From an optimization exercise on the open Yosys and OpenROAD flow, aimed at small area, a short achievable clock period and few clock cycles per item; shortcuts taken in it are not production practice. Only simulation tests tie the RTL to the original design; equivalence was not proved. No activity file was given, so power comes from the tool's default toggle rates.

==> run a: inputs <==
==> flow/design.v <==
package nsqrt_pkg;
   localparam logic [31:0] NEG_ONE_Q16 = 32'hFFFF_0000;
   localparam logic [31:0] TOL_RESET   = 32'h0001_0000;
endpackage
module newton_square_root_top (
   input  logic               clock,
   input  logic               reset,
   input  logic               req_valid,
   output logic               req_stall,
   input  logic signed [31:0] req_radicand,
   output logic               rsp_valid,
   input  logic               rsp_stall,
   output logic signed [31:0] rsp_root,
   output logic [6:0]         rsp_steps_taken,
   output logic               rsp_negative_input,
   input  logic               csr_write_enable,
   input  logic [31:0]        csr_write_data
);
   typedef enum logic [3:0] {
      S_IDLE, S_INIT, S_CHK0, S_UPD, S_DIV, S_CYC, S_OUT, S_OUTP
   } state_type;
   state_type   state_ff;
   logic [31:0] tol_ff;
   logic [31:0] w_ff;       
   logic [3:0]  k_ff;       
   logic [4:0]  cnt_ff;     
   logic [30:0] x_ff;
   logic [23:0] q_ff;
   logic [32:0] p_ff;       
   logic [32:0] x3_ff;      
   logic [6:0]  n_ff;
   logic        neg_ff;
   logic        pend_ff;    
   logic        big_ff;     
   logic [34:0] acc_ff;     
   logic        accc_ff;    
   logic [16:0] sqm_ff;     
   logic        sqp_ff;     
   logic [32:0] sqw_ff;     
   logic        cdone_ff;   
   logic        cpass_ff, cle0_ff, czero_ff;
   always_ff @(posedge clock) begin
      if (reset) tol_ff <= nsqrt_pkg::TOL_RESET;
      else if (csr_write_enable) tol_ff <= csr_write_data;
   end
   assign req_stall          = !(state_ff == S_IDLE || state_ff == S_OUT);
   assign rsp_valid          = (state_ff == S_OUT || state_ff == S_OUTP);
   assign rsp_root           = {neg_ff, {15{neg_ff}} | x_ff[30:16], x_ff[15:0]};
   assign rsp_steps_taken    = n_ff;
   assign rsp_negative_input = neg_ff;
   logic [30:0] a;
   logic        a_ge1;
   logic [4:0]  half_bl;    
   logic [17:0] e0;
   assign a     = w_ff[30:0];
   assign a_ge1 = |a[30:16];
   assign e0    = a[17:0] - 18'h08000;
   always_comb begin
      half_bl = 5'd0;
      for (int i = 0; i < 31; i++)
         if (a[i]) half_bl = 5'((i + 2) / 2);
   end
   logic [3:0] k_init;
   assign k_init = 4'(((5'd8 + half_bl) | 5'd1) + 5'd1 >> 1);
   logic        sq_done, c_pass;
   logic [33:0] acc_mag;
   logic        sq_idle;
   assign sq_idle = (sqm_ff == 17'd0) && !sqp_ff;
   assign sq_done = sq_idle && !accc_ff;
   logic        bd_neg, bd_two, bd_zero;
   logic [34:0] bd_add;
   assign bd_neg  = sqm_ff[1] && !(sqm_ff[0] && sqp_ff);
   assign bd_zero = (sqm_ff[1] == sqm_ff[0]) && (sqm_ff[0] == sqp_ff);
   assign bd_two  = (sqm_ff[1] != sqm_ff[0]) && (sqm_ff[0] == sqp_ff);
   assign bd_add  = (bd_two ? {1'b0, sqw_ff, 1'b0} : {2'b00, sqw_ff}) ^ {35{bd_neg}};
   logic [34:0] bd_term;
   logic [18:0] acc_lo_add;
   logic [16:0] acc_hi_add;
   assign bd_term    = (sq_idle || bd_zero) ? 35'd0 : bd_add;
   assign acc_lo_add = {1'b0, acc_ff[17:0]} + {1'b0, bd_term[17:0]} + {18'd0, bd_neg && !sq_idle && !bd_zero};
   assign acc_hi_add = acc_ff[34:18] + bd_term[34:18] + {16'd0, accc_ff};
   assign acc_mag = acc_ff[33:0] ^ {34{acc_ff[34]}};
   assign c_pass  = {acc_mag, 1'b0} < {2'b00, tol_ff, acc_ff[34]};
   logic [1:0]  div_next;   
   logic [33:0] t1, t2, t3;
   logic        d1, d2, d3, div_first, div_last;
   logic [30:0] p_new;
   assign div_first = (cnt_ff == 5'd0);
   assign div_last  = (cnt_ff[3:0] == k_ff - 4'd1);
   always_comb begin
      unique case (cnt_ff[2:0])
         3'd0: div_next = w_ff[7:6];
         3'd1: div_next = w_ff[5:4];
         3'd2: div_next = w_ff[3:2];
         3'd3: div_next = w_ff[1:0];
         default: div_next = 2'b00;
      endcase
      if (cnt_ff[4:3] != 2'b00) div_next = 2'b00;
   end
   assign t1 = {1'b0, p_ff} - {3'b000, x_ff};
   assign t2 = {1'b0, p_ff} - {2'b00, x_ff, 1'b0};
   assign t3 = {1'b0, p_ff} - {1'b0, x3_ff};
   assign d1 = !t1[33];
   assign d2 = !t2[33];
   assign d3 = !t3[33] && !div_first;
   assign p_new = d3 ? t3[30:0] : d2 ? t2[30:0] : d1 ? t1[30:0] : p_ff[30:0];
   logic [32:0] upd_s;
   logic [30:0] upd_d;
   logic [31:0] upd_r;
   assign upd_s = {2'b00, x_ff} + (state_ff == S_UPD ? {9'd0, q_ff} : {1'b0, x_ff, 1'b0});
   assign upd_d = x_ff - {7'd0, q_ff};
   assign upd_r = {1'b0, p_ff[32:2]} + (upd_d[0] ? {8'd0, q_ff} : 32'd0);
   logic [4:0] qf_bf, qf_br, qf_bt;
   logic [5:0] qf_bmax;
   always_comb begin
      qf_bf = 5'd0;
      qf_br = 5'd0;
      qf_bt = 5'd0;
      for (int i = 0; i < 17; i++)
         if (sqm_ff[i]) qf_bf = 5'(i + 1);
      for (int i = 0; i < 31; i++) begin
         if (!acc_ff[i]) qf_br = 5'(i + 1);
         if (tol_ff[i]) qf_bt = 5'(i + 1);
      end
      qf_bmax = {1'b0, (qf_br > qf_bt) ? qf_br : qf_bt};
      if (!acc_ff[31] || tol_ff[31]) qf_bmax = 6'd32;
   end
   logic qf_ff, qf;
   assign qf = qf_ff && (cnt_ff == 5'd1);
   logic chk_ready, chk_pass, chk_le0;
   assign chk_ready = big_ff || cdone_ff || qf;
   assign chk_pass  = !big_ff && !qf && cpass_ff;
   assign chk_le0   = !big_ff && !qf && cle0_ff;
   always_ff @(posedge clock) begin
      if (!sq_done) begin
         acc_ff  <= {acc_hi_add, acc_lo_add[17:0]};
         accc_ff <= acc_lo_add[18];
      end
      if (!sq_idle) begin
         sqp_ff <= sqm_ff[1];
         sqm_ff <= sqm_ff >> 2;
         sqw_ff <= sqw_ff << 2;
      end
      cdone_ff <= sq_done;
      qf_ff    <= div_first && ({qf_bf, 1'b0} >= qf_bmax + 6'd3);
      cpass_ff <= c_pass;
      cle0_ff  <= acc_ff[34];
      czero_ff <= (acc_ff == 35'd0);
      if (reset) begin
         state_ff <= S_IDLE;
      end else begin
         unique case (state_ff)
            S_IDLE: begin
               w_ff <= req_radicand;
               if (req_valid) state_ff <= S_INIT;
            end
            S_INIT: begin
               n_ff     <= '0;
               neg_ff   <= w_ff[31];
               p_ff     <= '0;
               k_ff     <= k_init;
               cnt_ff   <= 5'd26 - {k_init, 1'b0};
               cdone_ff <= 1'b0;
               if (w_ff[31] || a == 31'd0) begin
                  x_ff     <= '0;
                  state_ff <= S_OUT;
               end else begin
                  state_ff <= S_CHK0;
                  if (a_ge1) begin
                     x_ff   <= a;
                     q_ff   <= 24'h01_0000;
                     acc_ff <= ~35'h0_4000_0000;
                     accc_ff <= 1'b0;
                     big_ff <= e0[17] || |a[30:18];
                     sqm_ff <= e0[16:0];
                     sqw_ff <= {16'd0, e0[16:0]};
                     sqp_ff <= 1'b0;
                  end else begin
                     x_ff   <= 31'h0001_0000;
                     q_ff   <= {8'd0, a[15:0]};
                     acc_ff <= ~{3'd0, a[15:0], 16'd0};
                     accc_ff <= 1'b0;
                     big_ff <= 1'b0;
                     sqm_ff <= 17'd1;
                     sqw_ff <= 33'h1_0000_0000;
                     sqp_ff <= 1'b0;
                  end
               end
            end
            S_CHK0: begin
               if (cnt_ff >= 5'd4) begin
                  w_ff   <= w_ff << 4;
                  cnt_ff <= cnt_ff - 5'd4;
               end else if (cnt_ff != 5'd0) begin
                  w_ff   <= w_ff << 2;
                  cnt_ff <= 5'd0;
               end
               if (chk_ready) begin
                  if (chk_pass) state_ff <= S_OUT;
                  else if (cnt_ff <= 5'd4) state_ff <= S_UPD;
               end
            end
            S_UPD: begin
               x_ff     <= upd_s[31:1];
               n_ff     <= n_ff + 7'd1;
               p_ff     <= {9'd0, w_ff[31:8]};
               q_ff     <= '0;
               cnt_ff   <= '0;
               pend_ff  <= 1'b1;
               cdone_ff <= 1'b0;
               big_ff   <= |upd_d[30:18];
               acc_ff   <= ~{3'd0, upd_r};
               accc_ff  <= 1'b0;
               sqm_ff   <= upd_d[17:1];
               sqw_ff   <= {16'd0, upd_d[17:1]};
               sqp_ff   <= 1'b0;
               state_ff <= S_DIV;
            end
            S_DIV: begin
               cnt_ff <= cnt_ff + 5'd1;
               q_ff   <= {q_ff[21:0], d2, d3 | (d1 & !d2)};
               p_ff   <= {p_new, div_next};
               if (div_first) x3_ff <= upd_s;
               if (pend_ff && chk_ready) begin
                  if (chk_pass) begin
                     state_ff <= S_OUT;
                  end else if (chk_le0) begin
                     state_ff <= S_CYC;
                     cdone_ff <= 1'b0;
                     sqm_ff   <= 17'd1;
                     sqw_ff   <= {1'b0, x_ff, 1'b1};
                     sqp_ff   <= 1'b0;
                  end else begin
                     pend_ff <= 1'b0;
                     if (div_last) state_ff <= S_UPD;
                  end
               end else if (!pend_ff && div_last) begin
                  state_ff <= S_UPD;
               end else if (pend_ff && div_last) begin
                  cnt_ff <= cnt_ff;
                  q_ff   <= q_ff;
                  p_ff   <= p_ff;
                  state_ff <= S_DIV;
               end
            end
            S_CYC: begin
               if (cdone_ff) begin
                  state_ff <= S_OUT;
                  n_ff     <= 7'd100;
                  if (czero_ff) begin
                     if (cpass_ff) begin
                        x_ff[0] <= 1'b1;
                        n_ff    <= n_ff + 7'd1;
                     end else begin
                        x_ff[0] <= n_ff[0];
                     end
                  end
               end
            end
            S_OUT: begin
               w_ff <= req_radicand;
               if (req_valid) state_ff <= rsp_stall ? S_OUTP : S_INIT;
               else if (!rsp_stall) state_ff <= S_IDLE;
            end
            S_OUTP: if (!rsp_stall) state_ff <= S_INIT;
            default: state_ff <= S_IDLE;
         endcase
      end
   end
endmodule
==> flow/flow/run.sh <==
#!/bin/bash
# The standard layout, with timing repair aiming well below the clock period.
set -euo pipefail
echo "export SETUP_SLACK_MARGIN = 7" >> config.mk
bash standard.sh > standard.log 2>&1
==> flow/standard.sh <==
#!/bin/bash
# synth_recipe.tcl (not shown) runs the flow's synth.tcl, then flattens the netlist and writes it again
# the make line also repeats each setting of config.mk as NAME=value (left out here)
make -C /OpenROAD-flow-scripts/flow DESIGN_CONFIG=/design/flow/config.mk WORK_HOME=/design/flow/orfs CLKGATE_MAP_FILE= SYNTH_SCRIPT=/design/flow/synth_recipe.tcl "${@:-finish}"
==> flow/config.mk <==
export PLATFORM = sky130hd
export DESIGN_NAME = newton_square_root_top
export DESIGN_NICKNAME = newton_square_root_top
export VERILOG_FILES = /design/flow/design.v
export SDC_FILE = /design/flow/constraint.sdc
export NUM_CORES = 4
export LEC_CHECK = 0
export CAP_MARGIN = 20
export CORE_MARGIN = 2
export CORE_UTILIZATION = 30
export SLEW_MARGIN = 20
export SETUP_SLACK_MARGIN = 7
==> flow/constraint.sdc <==
create_clock -name core_clock -period 11.0 [get_ports {clock}]
set_input_delay 2.2000 -clock core_clock [delete_from_list [all_inputs] [get_ports {clock}]]
set_output_delay 2.2000 -clock core_clock [all_outputs]
set_load 0.01 [all_outputs]
==> run b (differences from run a) <==
--- a/flow/design.v
+++ b/flow/design.v
@@ -38,6 +38,5 @@
    logic        sqp_ff;     
    logic [32:0] sqw_ff;     
-   logic        cdone_ff;   
-   logic        cpass_ff, cle0_ff, czero_ff;
+   logic        fresh_ff;   
    always_ff @(posedge clock) begin
       if (reset) tol_ff <= nsqrt_pkg::TOL_RESET;
@@ -52,8 +51,13 @@
    logic        a_ge1;
    logic [4:0]  half_bl;    
-   logic [17:0] e0;
    assign a     = w_ff[30:0];
    assign a_ge1 = |a[30:16];
-   assign e0    = a[17:0] - 18'h08000;
+   logic [30:0] sa;
+   logic        sa_ge1, sa_pos;
+   logic [17:0] e0;
+   assign sa     = w_ff[30:0];
+   assign sa_pos = !w_ff[31] && (w_ff[30:0] != 31'd0);
+   assign sa_ge1 = |sa[30:16];
+   assign e0     = sa[17:0] - 18'h08000;
    always_comb begin
       half_bl = 5'd0;
@@ -63,4 +67,6 @@
    logic [3:0] k_init;
    assign k_init = 4'(((5'd8 + half_bl) | 5'd1) + 5'd1 >> 1);
+   logic [4:0] cnt_cur;     
+   assign cnt_cur = fresh_ff ? 5'd26 - {k_init, 1'b0} : cnt_ff;
    logic        sq_done, c_pass;
    logic [33:0] acc_mag;
@@ -111,25 +117,22 @@
    assign upd_d = x_ff - {7'd0, q_ff};
    assign upd_r = {1'b0, p_ff[32:2]} + (upd_d[0] ? {8'd0, q_ff} : 32'd0);
-   logic [4:0] qf_bf, qf_br, qf_bt;
-   logic [5:0] qf_bmax;
+   logic [4:0] qf_bf, qf_bf_ff;
+   logic [5:0] qf_bm, qf_bm_ff;
+   logic [31:0] qf_rt;
+   logic        qf;
+   assign qf_rt = ~acc_ff[31:0] | tol_ff;
    always_comb begin
       qf_bf = 5'd0;
-      qf_br = 5'd0;
-      qf_bt = 5'd0;
+      qf_bm = 6'd0;
       for (int i = 0; i < 17; i++)
          if (sqm_ff[i]) qf_bf = 5'(i + 1);
-      for (int i = 0; i < 31; i++) begin
-         if (!acc_ff[i]) qf_br = 5'(i + 1);
-         if (tol_ff[i]) qf_bt = 5'(i + 1);
-      end
-      qf_bmax = {1'b0, (qf_br > qf_bt) ? qf_br : qf_bt};
-      if (!acc_ff[31] || tol_ff[31]) qf_bmax = 6'd32;
-   end
-   logic qf_ff, qf;
-   assign qf = qf_ff && (cnt_ff == 5'd1);
+      for (int i = 0; i < 32; i++)
+         if (qf_rt[i]) qf_bm = 6'(i + 1);
+   end
+   assign qf = (cnt_ff == 5'd1) && ({qf_bf_ff, 1'b0} >= qf_bm_ff + 6'd3);
    logic chk_ready, chk_pass, chk_le0;
-   assign chk_ready = big_ff || cdone_ff || qf;
-   assign chk_pass  = !big_ff && !qf && cpass_ff;
-   assign chk_le0   = !big_ff && !qf && cle0_ff;
+   assign chk_ready = big_ff || sq_done || qf;
+   assign chk_pass  = !big_ff && !qf && c_pass;
+   assign chk_le0   = !big_ff && !qf && acc_ff[34];
    always_ff @(posedge clock) begin
       if (!sq_done) begin
@@ -142,9 +145,22 @@
          sqw_ff <= sqw_ff << 2;
       end
-      cdone_ff <= sq_done;
-      qf_ff    <= div_first && ({qf_bf, 1'b0} >= qf_bmax + 6'd3);
-      cpass_ff <= c_pass;
-      cle0_ff  <= acc_ff[34];
-      czero_ff <= (acc_ff == 35'd0);
+      qf_bf_ff <= qf_bf;
+      qf_bm_ff <= qf_bm;
+      if (state_ff == S_INIT) begin
+         fresh_ff <= 1'b1;
+         accc_ff  <= 1'b0;
+         sqp_ff   <= 1'b0;
+         if (sa_ge1) begin
+            acc_ff <= ~35'h0_4000_0000;
+            big_ff <= e0[17] || |sa[30:18];
+            sqm_ff <= e0[16:0];
+            sqw_ff <= {16'd0, e0[16:0]};
+         end else begin
+            acc_ff <= ~{3'd0, sa[15:0], 16'd0};
+            big_ff <= 1'b0;
+            sqm_ff <= 17'd1;
+            sqw_ff <= 33'h1_0000_0000;
+         end
+      end
       if (reset) begin
          state_ff <= S_IDLE;
@@ -156,47 +172,30 @@
             end
             S_INIT: begin
+               fresh_ff <= 1'b1;
+               neg_ff   <= w_ff[31];
                n_ff     <= '0;
-               neg_ff   <= w_ff[31];
-               p_ff     <= '0;
-               k_ff     <= k_init;
-               cnt_ff   <= 5'd26 - {k_init, 1'b0};
-               cdone_ff <= 1'b0;
-               if (w_ff[31] || a == 31'd0) begin
-                  x_ff     <= '0;
-                  state_ff <= S_OUT;
+               x_ff     <= '0;
+               state_ff <= sa_pos ? S_CHK0 : S_OUT;
+            end
+            S_CHK0: begin
+               if (fresh_ff) begin
+                  fresh_ff <= 1'b0;
+                  n_ff     <= '0;
+                  neg_ff   <= 1'b0;
+                  p_ff     <= '0;
+                  k_ff     <= k_init;
+                  x_ff     <= a_ge1 ? a : 31'h0001_0000;
+                  q_ff     <= a_ge1 ? 24'h01_0000 : {8'd0, a[15:0]};
+               end
+               if (cnt_cur >= 5'd4) begin
+                  w_ff   <= w_ff << 4;
+                  cnt_ff <= cnt_cur - 5'd4;
                end else begin
-                  state_ff <= S_CHK0;
-                  if (a_ge1) begin
-                     x_ff   <= a;
-                     q_ff   <= 24'h01_0000;
-                     acc_ff <= ~35'h0_4000_0000;
-                     accc_ff <= 1'b0;
-                     big_ff <= e0[17] || |a[30:18];
-                     sqm_ff <= e0[16:0];
-                     sqw_ff <= {16'd0, e0[16:0]};
-                     sqp_ff <= 1'b0;
-                  end else begin
-                     x_ff   <= 31'h0001_0000;
-                     q_ff   <= {8'd0, a[15:0]};
-                     acc_ff <= ~{3'd0, a[15:0], 16'd0};
-                     accc_ff <= 1'b0;
-                     big_ff <= 1'b0;
-                     sqm_ff <= 17'd1;
-                     sqw_ff <= 33'h1_0000_0000;
-                     sqp_ff <= 1'b0;
-                  end
-               end
-            end
-            S_CHK0: begin
-               if (cnt_ff >= 5'd4) begin
-                  w_ff   <= w_ff << 4;
-                  cnt_ff <= cnt_ff - 5'd4;
-               end else if (cnt_ff != 5'd0) begin
-                  w_ff   <= w_ff << 2;
+                  if (cnt_cur != 5'd0) w_ff <= w_ff << 2;
                   cnt_ff <= 5'd0;
                end
                if (chk_ready) begin
                   if (chk_pass) state_ff <= S_OUT;
-                  else if (cnt_ff <= 5'd4) state_ff <= S_UPD;
+                  else if (cnt_cur <= 5'd4) state_ff <= S_UPD;
                end
             end
@@ -208,5 +207,4 @@
                cnt_ff   <= '0;
                pend_ff  <= 1'b1;
-               cdone_ff <= 1'b0;
                big_ff   <= |upd_d[30:18];
                acc_ff   <= ~{3'd0, upd_r};
@@ -227,5 +225,4 @@
                   end else if (chk_le0) begin
                      state_ff <= S_CYC;
-                     cdone_ff <= 1'b0;
                      sqm_ff   <= 17'd1;
                      sqw_ff   <= {1'b0, x_ff, 1'b1};
@@ -245,9 +242,9 @@
             end
             S_CYC: begin
-               if (cdone_ff) begin
+               if (sq_done) begin
                   state_ff <= S_OUT;
                   n_ff     <= 7'd100;
-                  if (czero_ff) begin
-                     if (cpass_ff) begin
+                  if (acc_ff == 35'd0) begin
+                     if (c_pass) begin
                         x_ff[0] <= 1'b1;
                         n_ff    <= n_ff + 7'd1;
==> flow/flow/run.sh (replaced) <==
#!/bin/bash
# The standard layout, with timing repair aiming well below the clock period.
set -euo pipefail
echo "export SETUP_SLACK_MARGIN = 7.0" >> config.mk
bash standard.sh > standard.log 2>&1
--- a/flow/config.mk
+++ b/flow/config.mk
@@ -10,3 +10,3 @@
 export CORE_UTILIZATION = 30
 export SLEW_MARGIN = 20
-export SETUP_SLACK_MARGIN = 7
+export SETUP_SLACK_MARGIN = 7.0
==> notes.md <==
Run b passed the timing, design-rule and antenna checks. Run a produced a clean layout.
Against run b, the maximum frequency of run a is lower by about 11%.
Clock-buffer cell count: run a is higher than run b (1).
In run b the synthesized cell count is smaller than in run a, by about 3.2%.
Against run b, the area after synthesis of run a is larger by about 0.9%.
In run b the via count is lower than in run a, by 4.6%.
==> figures <==
Logic gate share of total power: run a 0.684; run b 0.702
Initial core utilization: run a 0.3020; run b 0.3035
Status: run a complete, no violations; run b complete, no violations
Via total after detailed routing: run a 27.53k; run b 26.26k
Total length of routed met3 wires: run a 8.613 mm; run b 8.694 mm
Sequential cell power: run a 2330 uW; run b 2370 uW
Global-route wire length before repair: run a 159.9 mm; run b 149.5 mm
Post-route worst setup slack: run a 6.512 ns; run b 6.990 ns
Post-synthesis simple-gate area fraction: run a 0.1770; run b 0.1632
Slew margin rel.: run a 0.3105; run b 0.2779
Proportion of synthesized chip area in sequential cells: run a 0.2788; run b 0.2860
CP peak stage delay: run a 0.35 ns; run b 0.53 ns
Testbench counts of run a, summed over its fixed seeds: cycles 33,470, items 640.
Testbench counts of run b, summed over its fixed seeds: cycles 32,568, items 640.

## afterwards: timing with drivers on the ports
The flow's constraints put no driver on any port. The routed layouts listed below were extracted and timed again, unchanged, in two steps.
Step 1 assumes that a clkbuf_16 drives the clock port and a buf_2 every other input.
Step 2 adds t to the input delays and takes it off the output delays; t is the mean of the earliest and latest rising clock arrival at the registers after step 1. Input paths then give back, and output paths get back, about the clock's delay inside the block.
Three values: ideal, step 1, step 2; two values: the first two.
run | t (ns) | setup WS [ns] | latest minus earliest clock arrival (ns) | cell pins on the clock port's net
run a | 0.641 | 6.512 / 6.512 / 6.397 | 0.027 / 0.028 | 1
run b | 0.644 | 6.990 / 6.969 / 6.556 | 0.059 / 0.058 | 1
After both steps setup and hold are still met in every run listed. For run b, which loses most, drivers alone change the setup slack by -0.021 ns; drivers and shift together by -0.434 ns.
